Background: an optimization exercise with open tools, aiming at small area, a short achievable clock period and few clock cycles per item. Do not read the settings as production practice.
Only simulation tests tie the RTL to the original design; equivalence was not proved.
Power is estimated from default activity; no workload was simulated.

==> flow/design.v (excerpt) <==
module polygon_convexity_check #(
  parameter int COORD_WIDTH = 16
) (
  input  logic                          clk,
  input  logic                          rst,
  input  logic                          vertex_valid,
  output logic                          vertex_ready,
  input  logic signed [COORD_WIDTH-1:0] vertex_x,
  input  logic signed [COORD_WIDTH-1:0] vertex_y,
  input  logic                          last_vertex,
  output logic                          result_valid,
  input  logic                          result_ready,
  output logic                          is_convex,
  output logic                          too_few
);
For scale: ~2500 cells after synthesis, ~390 flip-flops, ~41 I/O pins, ~0.026 mm2 of cells after synthesis.
==> flow/config.mk <==
export PLATFORM = sky130hd
export DESIGN_NAME = polygon_convexity_check
export DESIGN_NICKNAME = polygon_convexity_check
export VERILOG_FILES = /design/flow/design.v
export SDC_FILE = /design/flow/constraint.sdc
export NUM_CORES = 4
export LEC_CHECK = 0
export ABC_AREA = 1
export CAP_MARGIN = 20
export CORE_MARGIN = 2
export CORE_UTILIZATION = 40
export CTS_CLUSTER_DIAMETER = 70
export CTS_CLUSTER_SIZE = 26
export PLACE_DENSITY = 0.6
export SETUP_SLACK_MARGIN = 4.2
export SLEW_MARGIN = 20
==> flow/constraint.sdc <==
create_clock -name core_clock -period 7.5 [get_ports {clk}]
set_input_delay 1.5000 -clock core_clock [delete_from_list [all_inputs] [get_ports {clk}]]
set_output_delay 1.5000 -clock core_clock [all_outputs]
set_load 0.01 [all_outputs]
standard.sh (not shown) runs the stock make flow with config.mk's settings and CLKGATE_MAP_FILE= SYNTH_SCRIPT=/design/flow/synth_recipe.tcl, a recipe that flattens the netlist after the stock synthesis.
==> flow/flow/run.sh <==
#!/bin/bash
# Layout flow: the standard flow (standard.sh) unchanged except for one step in
# synthesis. Before Yosys's fine-grained synthesis runs ABC, the adder trees of the RTL
# (plain XOR / majority gates) are mapped to full- and half-adder cells, so ABC cannot
# restructure them first; extracting them afterwards leaves inverters between the adder
# cells. Everything else, including the registers, is the standard synthesis.
set -euo pipefail
HERE=$(pwd)
FL=$HERE/flow

# synthesis script: ORFS's synth.tcl with the early adder extraction inserted
python3 - "$FLOW_HOME/scripts/synth.tcl" "$HERE/synth_fa.tcl" <<'PYEOF'
import sys
src = open(sys.argv[1]).read()
anchor = """if {
  [env_var_exists_and_non_empty SYNTH_WRAPPED_OPERATORS] ||
  [env_var_exists_and_non_empty SWAP_ARITH_OPERATORS]
} {
  source $::env(SCRIPTS_DIR)/synth_wrap_operators.tcl
} else {"""
early = """# early full-adder extraction (this flow's only change to synthesis)
opt -fast -full
memory_map
opt -full
techmap -map +/techmap.v -map $::env(FLOW_HOME)/platforms/common/lcu_kogge_stone.v
opt -fast
extract_fa {*}[dont_use_extract_fa_args]
techmap -map $::env(ADDER_MAP_FILE)
opt -fast

"""
assert src.count(anchor) == 1, "synth.tcl anchor not found"
open(sys.argv[2], "w").write(src.replace(anchor, early + anchor))
PYEOF
# The standard flow's synthesis wrapper, sourcing the script above instead of synth.tcl
sed "s|\$::env(SCRIPTS_DIR)/synth.tcl|$HERE/synth_fa.tcl|" synth_recipe.tcl > synth_recipe_fa.tcl
grep -q "synth_fa.tcl" synth_recipe_fa.tcl
# standard.sh with that synthesis wrapper, for the synth target only
sed "s|SYNTH_SCRIPT=[^ ]*|SYNTH_SCRIPT=$HERE/synth_recipe_fa.tcl|" standard.sh > standard_fa.sh
grep -q "synth_recipe_fa.tcl" standard_fa.sh

bash standard_fa.sh synth > synth.log 2>&1
bash standard.sh finish > finish.log 2>&1
The first run ran to the end with no violations.
Testbench counts at the start, summed over its fixed seeds: cycles 59,325, items 59,266.
Edit:
--- a/flow/config.mk
+++ b/flow/config.mk
@@ -15 +15 @@
-export SETUP_SLACK_MARGIN = 4.2
+export SETUP_SLACK_MARGIN = 4.6
=> Synthesized area stays the same; clock skew drops by 0.019 ns; die area stays the same; utilization climbs by 3.2 points; power climbs by 1.0%; setup slack gains 0.36 ns.
Edit:
--- a/flow/config.mk
+++ b/flow/config.mk
@@ -11,4 +11,4 @@
-export CORE_UTILIZATION = 40
-export CTS_CLUSTER_DIAMETER = 70
-export CTS_CLUSTER_SIZE = 26
-export PLACE_DENSITY = 0.6
+export CORE_UTILIZATION = 55
+export CTS_CLUSTER_DIAMETER = 80
+export CTS_CLUSTER_SIZE = 30
+export PLACE_DENSITY = 0.7
=>
- cell count goes down by 6.2%
- power goes up by 0.84%
- sequential share of layout area barely changes
- global-route usage goes up by 7.5 points
- routed wire length goes up by 0.31%
Edit:
--- a/flow/config.mk
+++ b/flow/config.mk
@@ -11 +11 @@
-export CORE_UTILIZATION = 55
+export CORE_UTILIZATION = 40
@@ -14,2 +14,2 @@
-export PLACE_DENSITY = 0.7
-export SETUP_SLACK_MARGIN = 4.6
+export PLACE_DENSITY = 0.6
+export SETUP_SLACK_MARGIN = 4.8
The new run finished with timing, DRC and antenna clean.
Hold slack degrades by 0.0037 ns.
Routed wire length is higher by roughly a tenth.
Total power is higher by a few percent.
Utilization is lower by 14 points.
Synthesized cell count is unchanged.
Sequential share of layout area is lower by 2.6 points.
Final area is higher by roughly a tenth.
Die area is higher by well over a third.
Register-to-register slack improves by 0.09 ns.


run A:
Another version of the RTL of polygon_convexity_check (not shown whole).
Size: about 390 flip-flops, ~41 I/O pins, about 28000 µm² of cells after synthesis.
## polygon_convexity_check
module polygon_convexity_check #(
  parameter int COORD_WIDTH = 16
) (
  input  logic                          clk,
  input  logic                          rst,
  input  logic                          vertex_valid,
  output logic                          vertex_ready,
  input  logic signed [COORD_WIDTH-1:0] vertex_x,
  input  logic signed [COORD_WIDTH-1:0] vertex_y,
  input  logic                          last_vertex,
  output logic                          result_valid,
  input  logic                          result_ready,
  output logic                          is_convex,
  output logic                          too_few
);
  localparam int DW     = COORD_WIDTH + 1;
  localparam int QDEPTH = 4;
  logic [COORD_WIDTH-1:0] prev_x, prev_y;      
  logic [COORD_WIDTH-1:0] first_x, first_y;    
  logic [DW-1:0]          e0_x, e0_y;          
  logic [1:0]             seen;                
  logic                   close1, close2;      
  logic                   few1, few2;          
  logic [DW-1:0] a_x, a_y, b_x, b_y;
  logic          xv, xfirst, xend, xfew;
  logic          yv, yfirst, yend, yfew;
  ...
export LEC_CHECK = 0
export ABC_AREA = 1
export CAP_MARGIN = 20
export CORE_MARGIN = 2
export CORE_UTILIZATION = 40
export PLACE_DENSITY = 0.6
export SETUP_SLACK_MARGIN = 4.0
export SLEW_MARGIN = 20
export TNS_END_PERCENT = 10
create_clock -name core_clock -period 7.5 [get_ports {clk}]
run.sh (not shown) runs the stock make flow with config.mk's settings and CLKGATE_MAP_FILE= SYNTH_SCRIPT=/design/flow/synth_recipe.tcl, a recipe that flattens the netlist after the stock synthesis.
Stock flow here: none of the scripts above is used.
Testbench counts of run A, summed over its fixed seeds: cycles 59,325, items 59,266.
[inputs] run B vs run A
--- a/flow/config.mk
+++ b/flow/config.mk
@@ -13 +13 @@
-export SETUP_SLACK_MARGIN = 4.0
+export SETUP_SLACK_MARGIN = 4.3
@@ -15 +14,0 @@
-export TNS_END_PERCENT = 10
## What came out
Run A has a higher first-iteration DRC count than run B.
Placement-stage worst setup slack in run B is 60 ps above run A.
Reported for run A and run B, area after synthesis turned out identical to the last digit.
Total wire length, run B vs run A: up by a few percent
Status: via count normalized by instance count parity (run B, run A)
In run B the final critical path time including I/O delays and setup turned out 38 ps lower than in run A.
Modified inputs, run C compared to run B
--- a/flow/config.mk
+++ b/flow/config.mk
@@ -8 +7,0 @@
-export ABC_AREA = 1
@@ -13 +11,0 @@
-export SETUP_SLACK_MARGIN = 4.3
## What came out
- Run B and run C all finish clean.
- Run C vs. run B: total standard cell area after synthesis has increased; number of buffers inserted by post-CTS setup repair has decreased; total number of vias has increased.
Input changes introduced in run D (baseline for comparison: run C):
--- a/flow/config.mk
+++ b/flow/config.mk
@@ -7,0 +8 @@
+export ABC_AREA = 1
@@ -10,2 +11,3 @@
-export CORE_UTILIZATION = 40
-export PLACE_DENSITY = 0.6
+export CORE_UTILIZATION = 55
+export PLACE_DENSITY = 0.7
+export SETUP_SLACK_MARGIN = 4.5
Findings:
Diff run C -> run D: remaining global-route overflow saw little to no change; final estimated routing congestion in global placement saw an increase; total power saw an increase; gate count after technology mapping saw a decrease.
As of run D, sum of routed wire segments on met1 had fallen by more than 10% compared to run C.
What run D reported for area taken by multi-input logic gates has to be multiplied by 1.17 to get the figure for run C.
Relative to run C, the cell area after placement measured on run D has decreased by more than 10%.
Taking run C as the reference, in run D area used by sequential logic in the layout was more or less identical; clock transition at the register clock pins on the worst setup and hold paths after CTS was more or less identical; number of signal-net inverters in the final layout went up by 22%.
Hold slack was lower in run D than in run C.

==> port drivers added, routing unchanged <==
The results above use ideal ports. As a check the final layouts listed here were re-extracted and re-timed, cells and wires unchanged. Step 1, drivers: a clkbuf_16 drives clk and a buf_2 each remaining input, both assumed. Step 2, shift: input delay + t, output delay - t, t = (earliest + latest rising clock arrival at the registers) / 2. This alone moves slack from input paths to output paths. Slacks: ideal / step 1 / step 2; pairs: ideal / step 1.
| run | t (ns) | setup slack, ns | clock arrival spread, ns | cell pins on the clock port's net |
|---|---|---|---|---|
| the first run of note 1 | 0.655 | 4.215 / 4.215 / 3.730 | 0.045 / 0.045 | 1 |
| the second run of note 1 | 0.649 | 4.574 / 4.574 / 4.020 | 0.027 / 0.027 | 1 |
| the third run of note 1 | 0.654 | 4.514 / 4.514 / 4.015 | 0.035 / 0.034 | 1 |
| the fourth run of note 1 | 0.676 | 4.608 / 4.608 / 4.148 | 0.024 / 0.024 | 1 |
| run A | 0.643 | 3.925 / 3.925 / 3.517 | 0.068 / 0.068 | 1 |
| run B | 0.645 | 3.963 / 3.963 / 3.789 | 0.028 / 0.027 | 1 |
| run C | 0.664 | 3.242 / 3.242 / 3.150 | 0.030 / 0.030 | 1 |
| run D | 0.647 | 4.045 / 4.045 / 3.982 | 0.042 / 0.043 | 1 |
After both steps setup and hold are still met in every run listed. The setup slack of the second run of note 1, which loses most, moves by 0.000 ns with the drivers and by -0.554 ns with both steps.
